This is an optimization exercise on Yosys and OpenROAD, whose aim is small area and few clock cycles per item, not a production implementation.
Where RTL was checked, it was by simulation tests only, not by an equivalence proof against the original.

Design ident_number_hash_lexer, start of the top module:
module ident_number_hash_lexer
(
	input  logic        clk,
	input  logic        arst_n,
	input  logic        in_valid,
	output logic        in_ready,
	input  logic [7:0]  in_byte,
	input  logic        in_end,
	output logic        out_valid,
	input  logic        out_ready,
	output logic [2:0]  out_kind,
	output logic [19:0] out_offset,
	output logic [19:0] out_length,
	output logic [15:0] out_line,
	output logic [15:0] out_column,
	output logic [7:0]  out_bad_byte,
	output logic        out_last
);
	localparam logic [19:0] OFF_MAX  = '1;
	localparam logic [15:0] LINE_MAX = '1;
	logic        valid_q;
	logic [7:0]  byte_q;
	logic        eoi_q;
	logic [2:0]  mode_q;
	logic        rst_pend;  
	logic [19:0] base_q;    
	logic [15:0] col_q;     
	logic [15:0] line_q;
	logic [19:0] n_q;       
	logic        sat_q;     
	logic c_word, c_dig, c_hash, c_blank, c_lf, c_cr, c_bad;
	ihl_scan u_cls (
		.b(byte_q),
		.c_word(c_word),
		.c_dig(c_dig),
		.c_hash(c_hash),
		.c_blank(c_blank),
		.c_lf(c_lf),
		.c_cr(c_cr),
		.c_bad(c_bad)
	);
	logic tok, failed, extend, dh, bad, two, opening, brk, lf_skip, res, go, step;
	logic cin, col_cin, adv;
	logic [19:0] len;
	logic [20:0] sum;
	logic [16:0] col_sum;
	logic [19:0] off_sat, n_inc;
	logic [15:0] col_sat, line_inc;
	assign tok     = mode_q[2];
	assign failed  = mode_q == ihl_pkg::MODE_FAILED;
	assign extend  = !eoi_q && ((mode_q == ihl_pkg::MODE_IDENT && (c_word || c_dig)) ||
		(mode_q == ihl_pkg::MODE_NUM && c_dig));
	assign dh      = !eoi_q && mode_q == ihl_pkg::MODE_HASH && c_hash;
	assign bad     = !eoi_q && c_bad;
	assign two     = tok && (eoi_q || bad);
	assign opening = !eoi_q && !extend && !dh && (c_word || c_dig || c_hash);
	assign lf_skip = mode_q == ihl_pkg::MODE_CR && c_lf;
  ...
==> module ident_number_hash_lexer, before the edit <==
module ident_number_hash_lexer
(
	input  logic        clk,
	input  logic        arst_n,
	input  logic        in_valid,
	output logic        in_ready,
	input  logic [7:0]  in_byte,
	input  logic        in_end,
	output logic        out_valid,
	input  logic        out_ready,
	output logic [2:0]  out_kind,
	output logic [19:0] out_offset,
	output logic [19:0] out_length,
	output logic [15:0] out_line,
	output logic [15:0] out_column,
	output logic [7:0]  out_bad_byte,
	output logic        out_last
);
	localparam logic [19:0] OFF_MAX  = '1;
	localparam logic [15:0] LINE_MAX = '1;
	logic        valid_q;
	logic [7:0]  byte_q;
	logic        eoi_q;
	logic [2:0]  mode_q;
	logic        rst_pend;  
	logic [19:0] base_q;    
	logic [15:0] col_q;     
	logic [15:0] line_q;
	logic [19:0] n_q;       
	logic        sat_q;     
	logic c_word, c_dig, c_hash, c_blank, c_lf, c_cr, c_bad;
	ihl_scan u_cls (
		.b(byte_q),
		.c_word(c_word),
		.c_dig(c_dig),
		.c_hash(c_hash),
		.c_blank(c_blank),
		.c_lf(c_lf),
		.c_cr(c_cr),
		.c_bad(c_bad)
	);
	logic tok, failed, extend, dh, bad, two, opening, brk, lf_skip, res, go, step;
	logic cin, col_cin, adv;
	logic [19:0] len;
	logic [20:0] sum;
	logic [16:0] col_sum;
	logic [19:0] off_sat, n_inc;
	logic [15:0] col_sat, line_inc;
	assign tok     = mode_q[2];
	assign failed  = mode_q == ihl_pkg::MODE_FAILED;
	assign extend  = !eoi_q && ((mode_q == ihl_pkg::MODE_IDENT && (c_word || c_dig)) ||
		(mode_q == ihl_pkg::MODE_NUM && c_dig));
	assign dh      = !eoi_q && mode_q == ihl_pkg::MODE_HASH && c_hash;
	assign bad     = !eoi_q && c_bad;
	assign two     = tok && (eoi_q || bad);
	assign opening = !eoi_q && !extend && !dh && (c_word || c_dig || c_hash);
	assign lf_skip = mode_q == ihl_pkg::MODE_CR && c_lf;
	assign brk     = !eoi_q && (c_lf || c_cr) && !lf_skip;
	assign res     = !failed && (tok ? !extend : (eoi_q || bad));
	assign go      = valid_q && (!res || out_ready);
	assign step    = go && !failed;
	assign in_ready = !valid_q || (go && !two);
	assign cin     = !eoi_q && (dh || c_blank || c_lf || c_cr);
	assign col_cin = !eoi_q && (dh || c_blank);
	assign sum     = {1'b0, base_q} + {1'b0, n_q} + 21'(cin);
	assign off_sat = sum[20] ? OFF_MAX : sum[19:0];
	assign col_sum = {1'b0, col_q} + {1'b0, n_q[15:0]} + 17'(col_cin);
	assign col_sat = (col_sum[16] || n_q[19:16] != 4'd0) ? LINE_MAX : col_sum[15:0];
	assign adv     = !eoi_q && !two && !bad;
	assign n_inc   = n_q + 20'(!(&n_q));
	assign line_inc = line_q + 16'(!(&line_q));
	always_ff @(posedge clk or negedge arst_n) begin
		if (!arst_n) begin
			valid_q <= 1'b0;
		end else if (in_valid && in_ready) begin
			valid_q <= 1'b1;
		end else if (go && !two) begin
			valid_q <= 1'b0;
		end
	end
	always_ff @(posedge clk) begin
		if (in_valid && in_ready) begin
			byte_q <= in_byte;
			eoi_q  <= in_end;
		end
	end
	always_ff @(posedge clk or negedge arst_n) begin
		if (!arst_n) begin
			rst_pend <= 1'b1;
		end else begin
			rst_pend <= 1'b0;
		end
	end
	always_ff @(posedge clk) begin
		if (rst_pend) begin
			base_q <= '0;
			col_q  <= 16'd1;
			line_q <= 16'd1;
			n_q    <= '0;
			sat_q  <= 1'b0;
		end else if (step) begin
			if (eoi_q && !tok) begin
				sat_q <= 1'b0;
			end else if (adv && (&sum[19:1]) && (sum[0] == cin)) begin
				sat_q <= 1'b1;
			end
			if (two) begin
				base_q <= off_sat;
				col_q  <= col_sat;
				n_q    <= '0;
			end else if (eoi_q) begin
				base_q <= '0;
				col_q  <= 16'd1;
				line_q <= 16'd1;
				n_q    <= '0;
			end else if (extend) begin
				n_q <= n_inc;
			end else begin
				base_q <= off_sat;
				col_q  <= brk ? 16'd1 : col_sat;
				if (brk) begin
					line_q <= line_inc;
				end
				n_q <= opening ? 20'd1 : 20'd0;
			end
		end
	end
	always_ff @(posedge clk or negedge arst_n) begin
		if (!arst_n) begin
			mode_q <= ihl_pkg::MODE_IDLE;
		end else if (step) begin
			if (two || eoi_q) begin
				mode_q <= ihl_pkg::MODE_IDLE;
			end else if (!extend) begin
				if (bad) begin
					mode_q <= ihl_pkg::MODE_FAILED;
				end else if (c_word) begin
					mode_q <= ihl_pkg::MODE_IDENT;
				end else if (c_dig) begin
					mode_q <= ihl_pkg::MODE_NUM;
				end else if (c_hash && !dh) begin
					mode_q <= ihl_pkg::MODE_HASH;
				end else if (c_cr) begin
					mode_q <= ihl_pkg::MODE_CR;
				end else begin
					mode_q <= ihl_pkg::MODE_IDLE;
				end
			end
		end
	end
	assign out_valid    = valid_q && res;
	assign out_kind     = tok ? (dh ? ihl_pkg::KIND_DHASH : {1'b0, mode_q[1:0]}) :
		(eoi_q ? ihl_pkg::KIND_END : ihl_pkg::KIND_ERROR);
	assign out_offset   = base_q;
	assign len          = (sat_q && mode_q != ihl_pkg::MODE_HASH) ? ~base_q : n_q;
	assign out_length   = {len[19:2], len[1] | dh, len[0] & !dh};
	assign out_line     = line_q;
	assign out_column   = col_q;
	assign out_bad_byte = (!tok && !eoi_q) ? byte_q : 8'h00;
	assign out_last     = !two;
endmodule
export LEC_CHECK = 0
export CAP_MARGIN = 20
export CORE_MARGIN = 2
export CORE_UTILIZATION = 40
export SLEW_MARGIN = 20
export BUFFER_PORTS_ARGS = -buffer_cell sky130_fd_sc_hd__buf_1
export CTS_ARGS = -sink_clustering_enable -repair_clock_nets -dont_use_dummy_load -sink_clustering_size 12 -sink_clustering_max_diameter 50 -root_buf sky130_fd_sc_hd__clkbuf_8 -buf_list {sky130_fd_sc_hd__clkbuf_4}
create_clock -name core_clock -period 6.0 [get_ports {clk}]
standard.sh (not shown) runs the stock make flow with config.mk's settings and CLKGATE_MAP_FILE= SYNTH_SCRIPT=/design/flow/synth_recipe.tcl, a recipe that flattens the netlist after the stock synthesis.
==> flow/flow/run.sh <==
#!/bin/bash
# Layout: the standard ORFS flow (standard.sh), with these changes to how the layout is built:
#  - synthesis is the standard one, except that ABC maps the logic with an area-oriented
#    script (flow/abc_area.script) in place of ORFS's speed script, and adders are left to
#    ABC (no full/half-adder cell extraction); the registers are untouched
#  - the port buffers are the smallest buffer (buf_1) instead of the default delay buffer
#  - the clock tree uses small clock buffers and no dummy loads
# make's output goes to synth.log and layout.log here; each tool's full log is under orfs/logs/.
set -euo pipefail
here=$(pwd)
cat >> config.mk <<'EOF'
export BUFFER_PORTS_ARGS = -buffer_cell sky130_fd_sc_hd__buf_1
export CTS_ARGS = -sink_clustering_enable -repair_clock_nets -dont_use_dummy_load -sink_clustering_size 12 -sink_clustering_max_diameter 50 -root_buf sky130_fd_sc_hd__clkbuf_8 -buf_list {sky130_fd_sc_hd__clkbuf_4}
EOF
# a copy of ORFS's scripts whose speed script is the area script, for synthesis only
rm -rf "$here/synth_scripts"
cp -r "$FLOW_HOME/scripts" "$here/synth_scripts"
cp "$here/flow/abc_area.script" "$here/synth_scripts/abc_speed.script"
bash standard.sh synth "SCRIPTS_DIR=$here/synth_scripts" "ADDER_MAP_FILE=" > synth.log 2>&1
bash standard.sh finish > layout.log 2>&1
==> flow/flow/abc_area.script <==
strash
&get -n
&fraig -x
&put
scorr
dc2
strash
&get -n
&dch -f
&nf -R 10
&put
mfs2
strash
&get -n
&dch -f
&nf -R 10
&put
Testbench counts at the start, summed over its fixed seeds: cycles 32,080, bytes 32,016.
Change:
--- a/flow/design.v
+++ b/flow/design.v
@@ -65,6 +65,9 @@
 	logic        valid_q;
 	logic [7:0]  byte_q;
 	logic        eoi_q;
+	logic        hash_q;    
+	logic        blank_q;   
+	logic        adv_q;     
 	logic [2:0]  mode_q;
 	logic        rst_pend;  
 	logic [19:0] base_q;    
@@ -94,7 +97,7 @@
 	assign failed  = mode_q == ihl_pkg::MODE_FAILED;
 	assign extend  = !eoi_q && ((mode_q == ihl_pkg::MODE_IDENT && (c_word || c_dig)) ||
 		(mode_q == ihl_pkg::MODE_NUM && c_dig));
-	assign dh      = !eoi_q && mode_q == ihl_pkg::MODE_HASH && c_hash;
+	assign dh      = mode_q == ihl_pkg::MODE_HASH && hash_q;
 	assign bad     = !eoi_q && c_bad;
 	assign two     = tok && (eoi_q || bad);
 	assign opening = !eoi_q && !extend && !dh && (c_word || c_dig || c_hash);
@@ -104,8 +107,8 @@
 	assign go      = valid_q && (!res || out_ready);
 	assign step    = go && !failed;
 	assign in_ready = !valid_q || (go && !two);
-	assign cin     = !eoi_q && (dh || c_blank || c_lf || c_cr);
-	assign col_cin = !eoi_q && (dh || c_blank);
+	assign cin     = dh || adv_q;
+	assign col_cin = dh || blank_q;
 	assign sum     = {1'b0, base_q} + {1'b0, n_q} + 21'(cin);
 	assign off_sat = sum[20] ? OFF_MAX : sum[19:0];
 	assign col_sum = {1'b0, col_q} + {1'b0, n_q[15:0]} + 17'(col_cin);
@@ -124,8 +127,12 @@
 	end
 	always_ff @(posedge clk) begin
 		if (in_valid && in_ready) begin
-			byte_q <= in_byte;
-			eoi_q  <= in_end;
+			byte_q  <= in_byte;
+			eoi_q   <= in_end;
+			hash_q  <= !in_end && in_byte == ihl_pkg::CH_HASH;
+			blank_q <= !in_end && (in_byte == ihl_pkg::CH_SPACE || in_byte == ihl_pkg::CH_TAB);
+			adv_q   <= !in_end && (in_byte == ihl_pkg::CH_SPACE || in_byte == ihl_pkg::CH_TAB ||
+				in_byte == ihl_pkg::CH_LF || in_byte == ihl_pkg::CH_CR);
 		end
 	end
 	always_ff @(posedge clk or negedge arst_n) begin
Effect: Routed wire length went up by a few percent; sequential share of layout area is about the same; setup slack improved by 0.61 ns; via count came out higher by a little under a tenth; clock skew went up by 0.0044 ns; maximum frequency rises by roughly a tenth; die area is higher by a few percent; final cell count rises by a little under a tenth; global-route usage decreases by 0.89 points; utilization goes down by 0.12 points; worst hold slack loses 0.0090 ns; synthesized area came out higher by a few percent.
The RTL of the second run of this note was laid out without a check of its function.

static timing again, ports no longer ideal:
Ports are ideal in the flow. The routed layouts listed here were re-timed in OpenROAD.
Step 1 assumes that a clkbuf_16 drives the clock port and a buf_2 every other input.
Step 2 times the ports against the registers' clock, not the clock port: input delays grow and output delays shrink by t, the midpoint of the rising clock arrivals with the driver on.
Slacks: ideal / step 1 / step 2; pairs: ideal / step 1.
run	t (ns)	setup slack, ns	slew at the worst register clock pin (ns)
the first run	0.389	0.590 / 0.590 / 0.590	0.09 / 0.09
the second run	0.398	1.205 / 1.205 / 1.205	0.09 / 0.09
After both steps every run listed still meets setup and hold.
